Context: an optimization exercise on an open-source flow, tuned for small area. The choices shown serve that exercise and are no tape-out recipe.
Function was checked by simulation only, so behaviour that the tests miss may differ from the original.
Power figures rest on the tool's default switching activity, not on a simulated workload. The clock port is modelled as an ideal driver; clocking choices that lean on that would not hold on a real chip.

==> flow/design.v (excerpt) <==
module side_ch
(
	input  logic                     clk,
	input  logic                     arst_n,
	input  logic                     reg_wr,
	input  logic                     reg_rd,
	input  logic [REG_ADDR_W-1:0]    reg_addr,
	input  logic [REG_DATA_W-1:0]    reg_wdata,
	output logic [REG_DATA_W-1:0]    reg_rdata,
	output logic                     reg_rvalid,
	input  logic                     short_preamble_detected,
	input  logic                     long_preamble_detected,
	input  logic                     pkt_header_valid_strobe,
	input  logic                     pkt_header_valid,
	input  logic                     fcs_in_strobe,
	input  logic                     fcs_ok,
	input  logic                     phy_tx_start,
	input  logic                     phy_tx_done,
	input  logic                     tx_pkt_need_ack,
	input  logic                     pkt_for_me,
	input  logic [ADDR2_W-1:0]       addr2,
	input  logic signed [RSSI_W-1:0] rssi_half_db,
	input  logic [2*IQ_W-1:0]        sample0_in,
	input  logic [2*IQ_W-1:0]        sample1_in,
	input  logic                     sample_in_strobe,
	output logic                     m_axis_tvalid,
	output logic [STREAM_W-1:0]      m_axis_tdata,
	output logic                     m_axis_tlast,
	input  logic                     m_axis_tready
);
	logic [NUM_EVENTS-1:0][COUNTER_W-1:0] counters;
	logic [REG_DATA_W-1:0] drop_cnt;
	logic [STREAM_W-1:0]   take_word;
	logic                  take;
	logic                  take_last;
	logic                  rssi_above;
	logic [TRIG_W-1:0]        cfg_trig_sel;
	logic signed [RSSI_W-1:0] cfg_rssi_th;
	logic [CAP_LEN_W-1:0]     cfg_cap_len;
	logic [NUM_EVENTS-1:0]    cfg_event_sel;
	logic [REG_DATA_W-1:0]    cfg_addr2_target;
  ...
==> flow/config.mk <==
export PLATFORM = sky130hd
export DESIGN_NAME = side_ch
export DESIGN_NICKNAME = side_ch
export VERILOG_FILES = /design/flow/design.v
export SDC_FILE = /design/flow/constraint.sdc
export NUM_CORES = 4
export LEC_CHECK = 0
export CAP_MARGIN = 20
export CORE_MARGIN = 2
export CORE_UTILIZATION = 40
export SLEW_MARGIN = 20
==> flow/constraint.sdc <==
create_clock -name core_clock -period 6.0 [get_ports {clk}]
set_input_delay 1.2000 -clock core_clock [delete_from_list [all_inputs] [get_ports {clk}]]
set_output_delay 1.2000 -clock core_clock [all_outputs]
set_load 0.01 [all_outputs]
standard.sh (not shown) runs the stock make flow with config.mk's settings and CLKGATE_MAP_FILE= SYNTH_SCRIPT=/design/flow/synth_recipe.tcl, a recipe that flattens the netlist after the stock synthesis.
==> flow/flow/run.sh <==
#!/bin/bash
# Standard ORFS layout (the standard.sh, standard synthesis unchanged) with two changes:
# port buffers use the smallest buffer cell, and clock tree synthesis uses clkbuf_16 sink
# clusters of up to 28 flip-flops within 100 um, without dummy loads.
set -euo pipefail
bash standard.sh finish \
  "BUFFER_PORTS_ARGS=-buffer_cell sky130_fd_sc_hd__buf_1" \
  "CTS_ARGS=-sink_clustering_enable -repair_clock_nets -dont_use_dummy_load -buf_list sky130_fd_sc_hd__clkbuf_16 -sink_clustering_size 28 -sink_clustering_max_diameter 100" \
  > make_finish.log 2>&1
The first run finished clean.
Next try:
==> flow/flow/run.sh (replaced) <==
#!/bin/bash
# ORFS layout through the standard.sh with three changes:
#  - synthesis is the standard flow's own script (synth_recipe.tcl) with only the combinational
#    mapping changed: abc runs flow/area.abc, an area-oriented mapping, in place of
#    the flow's speed script (flip-flop mapping, flattening and naming are unchanged);
#  - port buffers use the smallest buffer cell;
#  - clock tree synthesis uses clkbuf_16 sink clusters of up to 28 flip-flops within
#    100 um, without dummy loads.
set -euo pipefail
W=$(pwd)
cat > "$W/flow_synth.tcl" <<EOS
proc abc {args} {
  set i [lsearch -exact \$args -script]
  if {\$i >= 0} { set args [lreplace \$args [expr {\$i+1}] [expr {\$i+1}] $W/flow/area.abc] }
  yosys abc {*}\$args
}
source $W/synth_recipe.tcl
EOS
bash standard.sh finish \
  "SYNTH_SCRIPT=$W/flow_synth.tcl" \
  "BUFFER_PORTS_ARGS=-buffer_cell sky130_fd_sc_hd__buf_1" \
  "CTS_ARGS=-sink_clustering_enable -repair_clock_nets -dont_use_dummy_load -buf_list sky130_fd_sc_hd__clkbuf_16 -sink_clustering_size 28 -sink_clustering_max_diameter 100" \
  > make_finish.log 2>&1
==> flow/flow/area.abc (new file) <==
&get -n
&st
&dch
&nf -R 1000 -p -C 32 -F 8
&put
Sequential share of layout area climbs by 0.78 points.
Count of clock-buffer cells in the layout drops by 2.
First-iteration DRC count climbs by 29%.
Setup slack is better by 27 ps.
Cell area drops by 1.2%.
Wire length drops by 6.7%.
Final cell count drops by 3.1%.

== garnet ==
side_ch, a different RTL version from the one above (not shown whole).
Size: ~1300 flip-flops, ~47000 um^2 of cells after synthesis.
Settings: LEC_CHECK=0, CAP_MARGIN=20, CORE_MARGIN=2, CORE_UTILIZATION=70, SLEW_MARGIN=20; clock period 6.0 ns.
==> flow/flow/run.sh <==
#!/bin/bash
# ORFS layout through the standard.sh with three changes:
#  - synthesis is the standard flow's own script (synth_recipe.tcl) with only the combinational
#    mapping changed: no adder cells are extracted (ADDER_MAP_FILE empty), and abc
#    runs flow/area.abc, an area-oriented mapping, in place of the flow's speed
#    script (flip-flop mapping, flattening and naming are unchanged);
#  - port buffers use the smallest buffer cell;
#  - clock tree synthesis uses clkbuf_16 sink clusters of up to 32 flip-flops within
#    120 um, without dummy loads.
set -euo pipefail
W=$(pwd)
cat > "$W/flow_synth.tcl" <<EOS
proc abc {args} {
  set i [lsearch -exact \$args -script]
  if {\$i >= 0} { set args [lreplace \$args [expr {\$i+1}] [expr {\$i+1}] $W/flow/area.abc] }
  yosys abc {*}\$args
}
source $W/synth_recipe.tcl
EOS
bash standard.sh finish \
  "SYNTH_SCRIPT=$W/flow_synth.tcl" \
  "ADDER_MAP_FILE=" \
  "BUFFER_PORTS_ARGS=-buffer_cell sky130_fd_sc_hd__buf_1" \
  "CTS_ARGS=-sink_clustering_enable -repair_clock_nets -dont_use_dummy_load -buf_list sky130_fd_sc_hd__clkbuf_16 -sink_clustering_size 32 -sink_clustering_max_diameter 120" \
  > make_finish.log 2>&1
==> flow/flow/area.abc <==
&get -n
&st
&dch
&nf -R 1000 -p -C 32 -F 8
&put
Inputs modified between garnet and umber:
# garnet
export LEC_CHECK = 0
export CAP_MARGIN = 20
export CORE_MARGIN = 2
export CORE_UTILIZATION = 70
export SLEW_MARGIN = 20
create_clock -name core_clock -period 6.0 [get_ports {clk}]
# umber
export LEC_CHECK = 0
export CAP_MARGIN = 5
export CORE_MARGIN = 2
export CORE_UTILIZATION = 70
export SLEW_MARGIN = 5
create_clock -name core_clock -period 6.0 [get_ports {clk}]
### Flow results
umber finished all stages; the layout is clean. Placeable core region essentially unchanged between garnet and umber. The total power after layout on umber is in line with that on garnet. Going from garnet to umber, post-layout worst setup margin lower; non-filler instance count after layout was more or less identical; design area has remained practically unchanged; aggregate global-route resource usage essentially unchanged.
The following lists how maple was set up differently from umber:
# umber
export LEC_CHECK = 0
export CAP_MARGIN = 5
export CORE_MARGIN = 2
export CORE_UTILIZATION = 70
export SLEW_MARGIN = 5
create_clock -name core_clock -period 6.0 [get_ports {clk}]
# maple
export LEC_CHECK = 0
export CAP_MARGIN = 20
export CORE_MARGIN = 2
export CORE_UTILIZATION = 70
export GPL_TIMING_DRIVEN = 0
export SLEW_MARGIN = 20
create_clock -name core_clock -period 6.0 [get_ports {clk}]
## What came out
- Summary — first-iteration DRC count, maple relative to umber: lower, by 0.51%.
- maple: logic gate share of total power 3.0 points above umber
- Compared with umber, in maple worst setup slack for register-to-register paths saw a decrease, growth of design area from synthesis to finish saw an increase, finished layout cell area saw an increase.
- Compared with umber, maple shows a higher power density over cell area.
- The count of cells along the worst register-to-register path in maple sits 3 above the value recorded for umber.
- Of umber and maple, the run reporting the lower total power draw was umber.

side_ch again, from the RTL that the note above started with.
Settings: LEC_CHECK=0, CAP_MARGIN=20, CORE_MARGIN=2, CORE_UTILIZATION=70, SLEW_MARGIN=20; clock period 6.0 ns.
==> flow/flow/run.sh <==
#!/bin/bash
# ORFS layout through the standard.sh with three changes:
#  - synthesis is the standard flow's own script (synth_recipe.tcl) with only the combinational
#    mapping changed: no adder cells are extracted (ADDER_MAP_FILE empty), and abc
#    runs flow/area.abc, an area-oriented mapping, in place of the flow's speed
#    script (flip-flop mapping, flattening and naming are unchanged);
#  - port buffers use the smallest buffer cell;
#  - clock tree synthesis uses clkbuf_16 sink clusters of up to 33 flip-flops within
#    120 um, without dummy loads.
set -euo pipefail
W=$(pwd)
cat > "$W/flow_synth.tcl" <<EOS
proc abc {args} {
  set i [lsearch -exact \$args -script]
  if {\$i >= 0} { set args [lreplace \$args [expr {\$i+1}] [expr {\$i+1}] $W/flow/area.abc] }
  yosys abc {*}\$args
}
source $W/synth_recipe.tcl
EOS
bash standard.sh finish \
  "SYNTH_SCRIPT=$W/flow_synth.tcl" \
  "ADDER_MAP_FILE=" \
  "BUFFER_PORTS_ARGS=-buffer_cell sky130_fd_sc_hd__buf_1" \
  "CTS_ARGS=-sink_clustering_enable -repair_clock_nets -dont_use_dummy_load -buf_list sky130_fd_sc_hd__clkbuf_16 -sink_clustering_size 33 -sink_clustering_max_diameter 120" \
  > make_finish.log 2>&1
Scripts as last shown in full above: flow/flow/area.abc
Then changed:
--- a/flow/flow/run.sh
+++ b/flow/flow/run.sh
@@ -7,3 +7,3 @@
 #  - port buffers use the smallest buffer cell;
-#  - clock tree synthesis uses clkbuf_16 sink clusters of up to 33 flip-flops within
+#  - clock tree synthesis uses clkbuf_16 sink clusters of up to 30 flip-flops within
 #    120 um, without dummy loads.
@@ -23,3 +23,3 @@
   "BUFFER_PORTS_ARGS=-buffer_cell sky130_fd_sc_hd__buf_1" \
-  "CTS_ARGS=-sink_clustering_enable -repair_clock_nets -dont_use_dummy_load -buf_list sky130_fd_sc_hd__clkbuf_16 -sink_clustering_size 33 -sink_clustering_max_diameter 120" \
+  "CTS_ARGS=-sink_clustering_enable -repair_clock_nets -dont_use_dummy_load -buf_list sky130_fd_sc_hd__clkbuf_16 -sink_clustering_size 30 -sink_clustering_max_diameter 120" \
   > make_finish.log 2>&1
After rerunning:
- clock skew went down by 0.0090 ns
- global-route usage barely changes
- routed wire length barely changes
- via count stays flat
- core utilization rises by 0.19 points
- clock-buffer cell count increases by 4
- cell area stays flat
- worst setup slack loses 0.015 ns
- power came out higher by 0.61%
Then changed:
- CORE_UTILIZATION: 70 -> 76
The new run finished clean; area after synthesis does not change; cell area is about the same; setup slack is worse by 0.25 ns; power rose by 0.81%.

==> re-timing with driven ports <==
The results above use ideal ports. As a check the final layouts listed here were re-extracted and re-timed, cells and wires unchanged.
Step 1 assumes that a clkbuf_16 drives the clock port and a buf_2 every other input.
Step 2, shift: input delay + t, output delay - t, t = (earliest + latest rising clock arrival at the registers) / 2. This alone moves slack from input paths to output paths.
a / b / c = no drivers / after step 1 / after step 2; a / b = the first two.
run | t (ns) | setup WS [ns] | latest minus earliest clock arrival (ns)
the first run of note 1 | 0.725 | 0.830 / 0.862 / 0.137 | 0.141 / 0.140
the second run of note 1 | 0.721 | 0.858 / 0.910 / 0.190 | 0.149 / 0.149
garnet | 0.649 | 0.415 / 0.352 / 0.477 | 0.088 / 0.089
umber | 0.661 | 0.257 / 0.190 / 0.499 | 0.100 / 0.100
maple | 0.661 | 0.222 / 0.155 / -0.316 | 0.082 / 0.082
the first run of note 3 | 0.692 | 0.407 / 0.341 / 0.472 | 0.051 / 0.051
the second run of note 3 | 0.679 | 0.391 / 0.325 / 0.426 | 0.042 / 0.042
the third run of note 3 | 0.690 | 0.143 / 0.080 / 0.561 | 0.058 / 0.058
Met with ideal ports but missed after step 2: setup timing in maple. For the first run of note 1, which loses most, drivers alone change the setup slack by +0.032 ns; drivers and shift together by -0.693 ns.
